This is an optimization exercise on Yosys and OpenROAD, whose aim is small area, not a production implementation. In this exercise RTL edits were held to simulation tests only and were not proved equivalent to the original. Power is estimated from default activity; no workload was simulated.

==> flow/design.v <==
package iot_pkg;
	localparam int BYTE_W = 8;    
	localparam int ITEM_W = 128;  
	localparam int CRC_W  = 3;    
	localparam int IDX_W  = 4;    
	typedef logic [BYTE_W-1:0] byte_t;
	typedef logic [ITEM_W-1:0] item_t;      
	typedef logic [CRC_W-1:0]  crc_t;
	typedef logic [IDX_W-1:0]  byte_idx_t;
	typedef enum logic [2:0] {
		fn_crc = 3'd3,  
		fn_max = 3'd4,  
		fn_min = 3'd5   
	} fn_e;
	localparam crc_t CRC_POLY = 3'b101;
endpackage
`timescale 1ns/1ps
`timescale 1ns/1ps
module crc3_unit (
	input  iot_pkg::crc_t  rem_in,   
	input  iot_pkg::byte_t byte_in,
	output iot_pkg::crc_t  rem_out,  
	output iot_pkg::crc_t  crc_out   
);
	function automatic iot_pkg::crc_t crc_step(iot_pkg::crc_t r, logic b);
		iot_pkg::crc_t nxt;
		nxt = {r[iot_pkg::CRC_W-2:0], b};
		if (r[iot_pkg::CRC_W-1])
			nxt = nxt ^ iot_pkg::CRC_POLY;  
		crc_step = nxt;
	endfunction
	always_comb begin
		rem_out = rem_in;
		for (int i = iot_pkg::BYTE_W - 1; i >= 0; i--)
			rem_out = crc_step(rem_out, byte_in[i]);
		crc_out = rem_out;
		for (int i = 0; i < iot_pkg::CRC_W; i++)
			crc_out = crc_step(crc_out, 1'b0);  
	end
endmodule
`timescale 1ns/1ps
module rank_unit (
	input  logic           clk,
	input  logic           min_mode,   
	input  logic           step_best,
	input  logic           step_second,
	input  logic           first_byte,  
	input  logic           first_item,  
	input  logic           second_item, 
	input  logic           in_en,
	input  iot_pkg::byte_t iot_in,
	input  iot_pkg::byte_t held_byte,   
	input  logic           use_held,
	input  logic           crc_mode,    
	input  iot_pkg::crc_t  crc_rem,     
	input  iot_pkg::crc_t  crc_res,     
	output iot_pkg::item_t best_q,
	output iot_pkg::item_t second_q
);
	iot_pkg::item_t best_n_q, second_n_q;
	assign best_q   = ~best_n_q;
	assign second_q = ~second_n_q;
	logic [1:0] cmp_best_q, cmp_second_q;
	logic [1:0] prev_best, prev_second, cmp_best, cmp_second;
	iot_pkg::byte_t top_best, top_second;
	iot_pkg::byte_t in_best, in_second;
	logic better_best, better_second;
	assign top_best   = best_q[iot_pkg::ITEM_W-1 -: iot_pkg::BYTE_W];
	assign top_second = second_q[iot_pkg::ITEM_W-1 -: iot_pkg::BYTE_W];
	always_comb begin
		if (min_mode) begin
			better_best   = (iot_in < top_best);
			better_second = (iot_in < top_second);
		end else begin
			better_best   = (iot_in > top_best);
			better_second = (iot_in > top_second);
		end
		prev_best   = first_byte ? 2'b00 : cmp_best_q;
		prev_second = second_item ? 2'b11 : (first_byte ? 2'b00 : cmp_second_q);
		cmp_best   = prev_best[1]   ? prev_best   : {iot_in != top_best,   better_best};
		cmp_second = prev_second[1] ? prev_second : {iot_in != top_second, better_second};
		if (use_held)
			in_best = held_byte;
		else if (!first_item && cmp_best == 2'b10)
			in_best = top_best;
		else
			in_best = iot_in;
		if (cmp_best == 2'b11)
			in_second = top_best;
		else if (cmp_second == 2'b10)
			in_second = top_second;
		else
			in_second = iot_in;
		if (crc_mode) begin
			in_best[iot_pkg::CRC_W-1:0]   = crc_rem;
			in_second[iot_pkg::CRC_W-1:0] = crc_res;
		end
	end
	always_ff @(posedge clk) begin
		if (in_en) begin
			cmp_best_q   <= cmp_best;
			cmp_second_q <= cmp_second;
		end
		if (step_best)
			best_n_q <= {best_n_q[iot_pkg::ITEM_W-iot_pkg::BYTE_W-1:0], ~in_best};
		if (step_second)
			second_n_q <= {second_n_q[iot_pkg::ITEM_W-iot_pkg::BYTE_W-1:0], ~in_second};
	end
endmodule
`timescale 1ns/1ps
module iot_filter (
	input  logic           clk,
	input  logic           rst,
	input  logic           in_en,
	input  iot_pkg::byte_t iot_in,
	input  logic [2:0]     fn_sel,
	output logic           busy,
	output logic           valid,
	output iot_pkg::item_t iot_out
);
	logic crc_mode, rank_mode, min_mode;
	assign crc_mode  = (fn_sel == iot_pkg::fn_crc);
	assign rank_mode = (fn_sel == iot_pkg::fn_max) || (fn_sel == iot_pkg::fn_min);
	assign min_mode  = (fn_sel == iot_pkg::fn_min);
	iot_pkg::byte_idx_t byte_cnt;   
	logic [2:0]         item_cnt;   
	logic [2:0]         phase_q;    
	logic first_byte, last_byte, last_item, start;
	assign first_byte = (byte_cnt == '0);
	assign last_byte  = (byte_cnt == '1);
	assign last_item  = (item_cnt == '1);
	assign start = in_en && last_byte && (crc_mode || (rank_mode && last_item));
	logic ph1, ph3, ph4, ph5;
	assign ph1 = phase_q[2] & ~phase_q[1];
	assign ph3 = phase_q[2] &  phase_q[0];
	assign ph4 = ~phase_q[2] & phase_q[1];
	assign ph5 = ~phase_q[1] & phase_q[0];
	always_ff @(posedge clk or posedge rst) begin
		if (rst) begin
			byte_cnt <= '0;
			item_cnt <= '0;
			phase_q  <= '0;
		end else begin
			if (in_en) begin
				byte_cnt <= byte_cnt + 1'b1;
				if (last_byte)
					item_cnt <= item_cnt + 1'b1;
			end
			phase_q <= {start | (~phase_q[0] & (phase_q[2] | phase_q[1])), phase_q[2], phase_q[1]};
		end
	end
	assign busy  = rank_mode & (phase_q[2] | phase_q[1]);
	assign valid = phase_q[0] & (phase_q[2] ? crc_mode : rank_mode);
	iot_pkg::byte_t held_q;
	logic use_held;
	always_ff @(posedge clk) begin
		if (ph1)
			held_q <= iot_in;
	end
	assign use_held = rank_mode & ph5 & (byte_cnt == iot_pkg::byte_idx_t'(1));
	iot_pkg::item_t best_q, second_q;
	iot_pkg::crc_t  crc_rem, crc_res;
	crc3_unit i_crc (
		.rem_in(first_byte ? '0 : best_q[iot_pkg::CRC_W-1:0]),
		.byte_in(iot_in),
		.rem_out(crc_rem),
		.crc_out(crc_res)
	);
	logic step_best, step_second, first_item, second_item;
	assign first_item  = (item_cnt == 3'd0);
	assign second_item = (item_cnt == 3'd1);
	assign step_best   = (in_en & ~(rank_mode & ph1)) | use_held;
	assign step_second = in_en & (crc_mode ? last_byte : ~first_item);
	rank_unit i_rank (
		.clk(clk), .min_mode(min_mode),
		.step_best(step_best), .step_second(step_second),
		.first_byte(first_byte), .first_item(first_item), .second_item(second_item),
		.in_en(in_en), .iot_in(iot_in), .held_byte(held_q), .use_held(use_held),
		.crc_mode(crc_mode), .crc_rem(crc_rem), .crc_res(crc_res),
		.best_q(best_q), .second_q(second_q)
	);
	logic sel_best, sel_second, sel_low;
	assign sel_best   = rank_mode & ph4;
	assign sel_second = rank_mode & ph5;
	assign sel_low    = sel_second | (crc_mode & ph3);
	assign iot_out[iot_pkg::ITEM_W-1:iot_pkg::CRC_W] =
		({(iot_pkg::ITEM_W-iot_pkg::CRC_W){sel_best}}   & best_q[iot_pkg::ITEM_W-1:iot_pkg::CRC_W]) |
		({(iot_pkg::ITEM_W-iot_pkg::CRC_W){sel_second}} & second_q[iot_pkg::ITEM_W-1:iot_pkg::CRC_W]);
	assign iot_out[iot_pkg::CRC_W-1:0] =
		({iot_pkg::CRC_W{sel_best}} & best_q[iot_pkg::CRC_W-1:0]) |
		({iot_pkg::CRC_W{sel_low}}  & second_q[iot_pkg::CRC_W-1:0]);
endmodule
clock: 6.0 ns
lec_check: 0
abc_area: 1
cap_margin: 20
core_margin: 2
core_utilization: 85
slew_margin: 20
standard.sh (not shown) runs the stock make flow with config.mk's settings and CLKGATE_MAP_FILE= SYNTH_SCRIPT=/design/flow/synth_recipe.tcl, a recipe that flattens the netlist after the stock synthesis.
==> flow/flow/run.sh <==
#!/bin/bash
# The standard layout (standard.sh), with two changes:
# every port is buffered by the smallest buffer, sky130_fd_sc_hd__buf_1, instead of the
# one buffer_ports picks itself; and clock tree synthesis uses larger sink clusters and
# inserts no dummy loads.
set -euo pipefail
bash standard.sh \
  "BUFFER_PORTS_ARGS=-buffer_cell sky130_fd_sc_hd__buf_1" \
  "CTS_ARGS=-sink_clustering_enable -repair_clock_nets -dont_use_dummy_load -buf_list sky130_fd_sc_hd__clkbuf_8 -sink_clustering_size 15 -sink_clustering_max_diameter 60" \
  finish > make_finish.log 2>&1
Change:
==> flow/run.sh (new file) <==
#!/bin/bash
# synth_recipe.tcl (not shown) runs the flow's synth.tcl, then flattens the netlist and writes it again
# the make line also repeats each setting of config.mk as NAME=value (left out here)
make -C /OpenROAD-flow-scripts/flow DESIGN_CONFIG=/design/flow/config.mk WORK_HOME=/design/flow/orfs CLKGATE_MAP_FILE= SYNTH_SCRIPT=/design/flow/synth_recipe.tcl finish
CORE_UTILIZATION = 70   (was 85)
removed: flow/flow/run.sh
removed: flow/standard.sh
What happened: Count of clock-buffer cells in the layout rises by 8. Routed wire length came out lower by 9.3%. Hold slack barely changes. Total power climbs by 17%. Sequential share of layout area drops by 7.9 points. Non-clock buffer count does not change. Area after synthesis stays the same. Cell count goes up by 4.1%. Setup slack loses 0.59 ns. Combinational power rose by about 6%. Utilization came out lower by 6.5 points.
Change:
==> flow/flow/run.sh (new file) <==
#!/bin/bash
# The standard layout (standard.sh), with two changes:
# every port is buffered by the smallest buffer, sky130_fd_sc_hd__buf_1, instead of the
# one buffer_ports picks itself; and clock tree synthesis uses larger sink clusters and
# inserts no dummy loads.
set -euo pipefail
bash standard.sh \
  "BUFFER_PORTS_ARGS=-buffer_cell sky130_fd_sc_hd__buf_1" \
  "CTS_ARGS=-sink_clustering_enable -repair_clock_nets -dont_use_dummy_load -buf_list sky130_fd_sc_hd__clkbuf_8 -sink_clustering_size 15 -sink_clustering_max_diameter 60" \
  finish > make_finish.log 2>&1
==> flow/standard.sh (new file) <==
#!/bin/bash
# synth_recipe.tcl (not shown) runs the flow's synth.tcl, then flattens the netlist and writes it again
# the make line also repeats each setting of config.mk as NAME=value (left out here)
make -C /OpenROAD-flow-scripts/flow DESIGN_CONFIG=/design/flow/config.mk WORK_HOME=/design/flow/orfs CLKGATE_MAP_FILE= SYNTH_SCRIPT=/design/flow/synth_recipe.tcl "${@:-finish}"
removed: flow/run.sh
The new run completed without violations.
Hold slack gets worse by 0.017 ns.
Worst setup slack gets better by 0.73 ns.
Wire length went down by 18%.
Synthesized cell count stays the same.
Critical path depth stays the same.
Area after synthesis does not change.
Cell count shrinks by 2.2%.
Via count came out lower by 6.9%.
Die area stays the same.
Total power goes down by 18%.
Global-route usage shrinks by 6.8 points.
Change:
==> flow/flow/run.sh (replaced) <==
#!/bin/bash
# The standard layout (standard.sh), with every port buffered by the smallest
# buffer, sky130_fd_sc_hd__buf_1, instead of the one buffer_ports picks itself.
set -euo pipefail
bash standard.sh "BUFFER_PORTS_ARGS=-buffer_cell sky130_fd_sc_hd__buf_1" finish > make_finish.log 2>&1
CTS_BUF_LIST = sky130_fd_sc_hd__clkbuf_4   (was not set)
CTS_CLUSTER_SIZE = 20   (was not set)
Area after synthesis stays the same.
Count of clock-buffer cells in the layout goes up by 77.
Routed wire length grows by 5.8%.
Fmax is lower by 0.33%.
Hold slack gets worse by 0.012 ns.
Global-route usage climbs by 2.2 points.
Via count rises by 7.1%.
Cell area rises by 5.3%.
Change:
==> flow/flow/run.sh (replaced) <==
#!/bin/bash
# The standard layout (standard.sh), with two changes:
# every port is buffered by the smallest buffer, sky130_fd_sc_hd__buf_1, instead of the
# one buffer_ports picks itself; and clock tree synthesis uses larger sink clusters and
# inserts no dummy loads.
set -euo pipefail
bash standard.sh \
  "BUFFER_PORTS_ARGS=-buffer_cell sky130_fd_sc_hd__buf_1" \
  "CTS_ARGS=-sink_clustering_enable -repair_clock_nets -dont_use_dummy_load -buf_list sky130_fd_sc_hd__clkbuf_16 -sink_clustering_size 30 -sink_clustering_max_diameter 100" \
  finish > make_finish.log 2>&1
CTS_BUF_LIST = not set   (was sky130_fd_sc_hd__clkbuf_4)
CTS_CLUSTER_SIZE = not set   (was 20)
Final area drops by 5.0%.
Worst setup slack improves by 0.0042 ns.
Non-clock buffer count does not change.
Critical path depth stays the same.
Hold slack improves by 0.0073 ns.
Wire length drops by 5.8%.
Global-route usage drops by 2.4 points.
Area after synthesis stays the same.
Die area stays the same.
Total power drops by 13%.
Count of clock-buffer cells in the layout drops by 87.
Change:
==> flow/run.sh (new file) <==
#!/bin/bash
# synth_recipe.tcl (not shown) runs the flow's synth.tcl, then flattens the netlist and writes it again
# the make line also repeats each setting of config.mk as NAME=value (left out here)
make -C /OpenROAD-flow-scripts/flow DESIGN_CONFIG=/design/flow/config.mk WORK_HOME=/design/flow/orfs CLKGATE_MAP_FILE= SYNTH_SCRIPT=/design/flow/synth_recipe.tcl finish
CTS_BUF_LIST = sky130_fd_sc_hd__clkbuf_4   (was not set)
CTS_CLUSTER_SIZE = 20   (was not set)
removed: flow/flow/run.sh
removed: flow/standard.sh
What happened:
- cell count came out higher by 10%
- worst setup slack degrades by 0.69 ns
- total power came out higher by 17%
- cell area came out higher by 12%
- count of clock-buffer cells in the layout came out higher by 83
- first-iteration DRC count came out higher by 37%
- non-clock buffer count came out lower by 2

port drivers added, routing unchanged:
In the flow no input, the clock included, has a driving cell. The finished layouts below were timed again as built, in two steps. Step 1, drivers: a clkbuf_16 drives clk and a buf_2 each remaining input, both assumed. Step 2 adds t to the input delays and takes it off the output delays; t is the mean of the earliest and latest rising clock arrival at the registers after step 1. Input paths then give back, and output paths get back, about the clock's delay inside the block. Slacks: ideal ports / drivers / drivers and shift; pairs: ideal ports / drivers.
run | t (ns) | setup WS [ns] | worst register clock-pin slew, ns
the first run | 0.561 | 1.253 / 1.225 / 1.129 | 0.10 / 0.10
the second run | 0.564 | 0.663 / 0.639 / 0.639 | 0.07 / 0.07
the third run | 0.568 | 1.392 / 1.364 / 1.364 | 0.09 / 0.09
the fourth run | 0.681 | 1.377 / 1.349 / 1.349 | 0.08 / 0.08
the fifth run | 0.506 | 1.381 / 1.351 / 1.351 | 0.11 / 0.11
the sixth run | 0.678 | 0.690 / 0.667 / 0.667 | 0.09 / 0.09
After both steps every run listed still meets setup and hold. The setup slack of the first run, which loses most, moves by -0.028 ns with the drivers and by -0.124 ns with both steps.
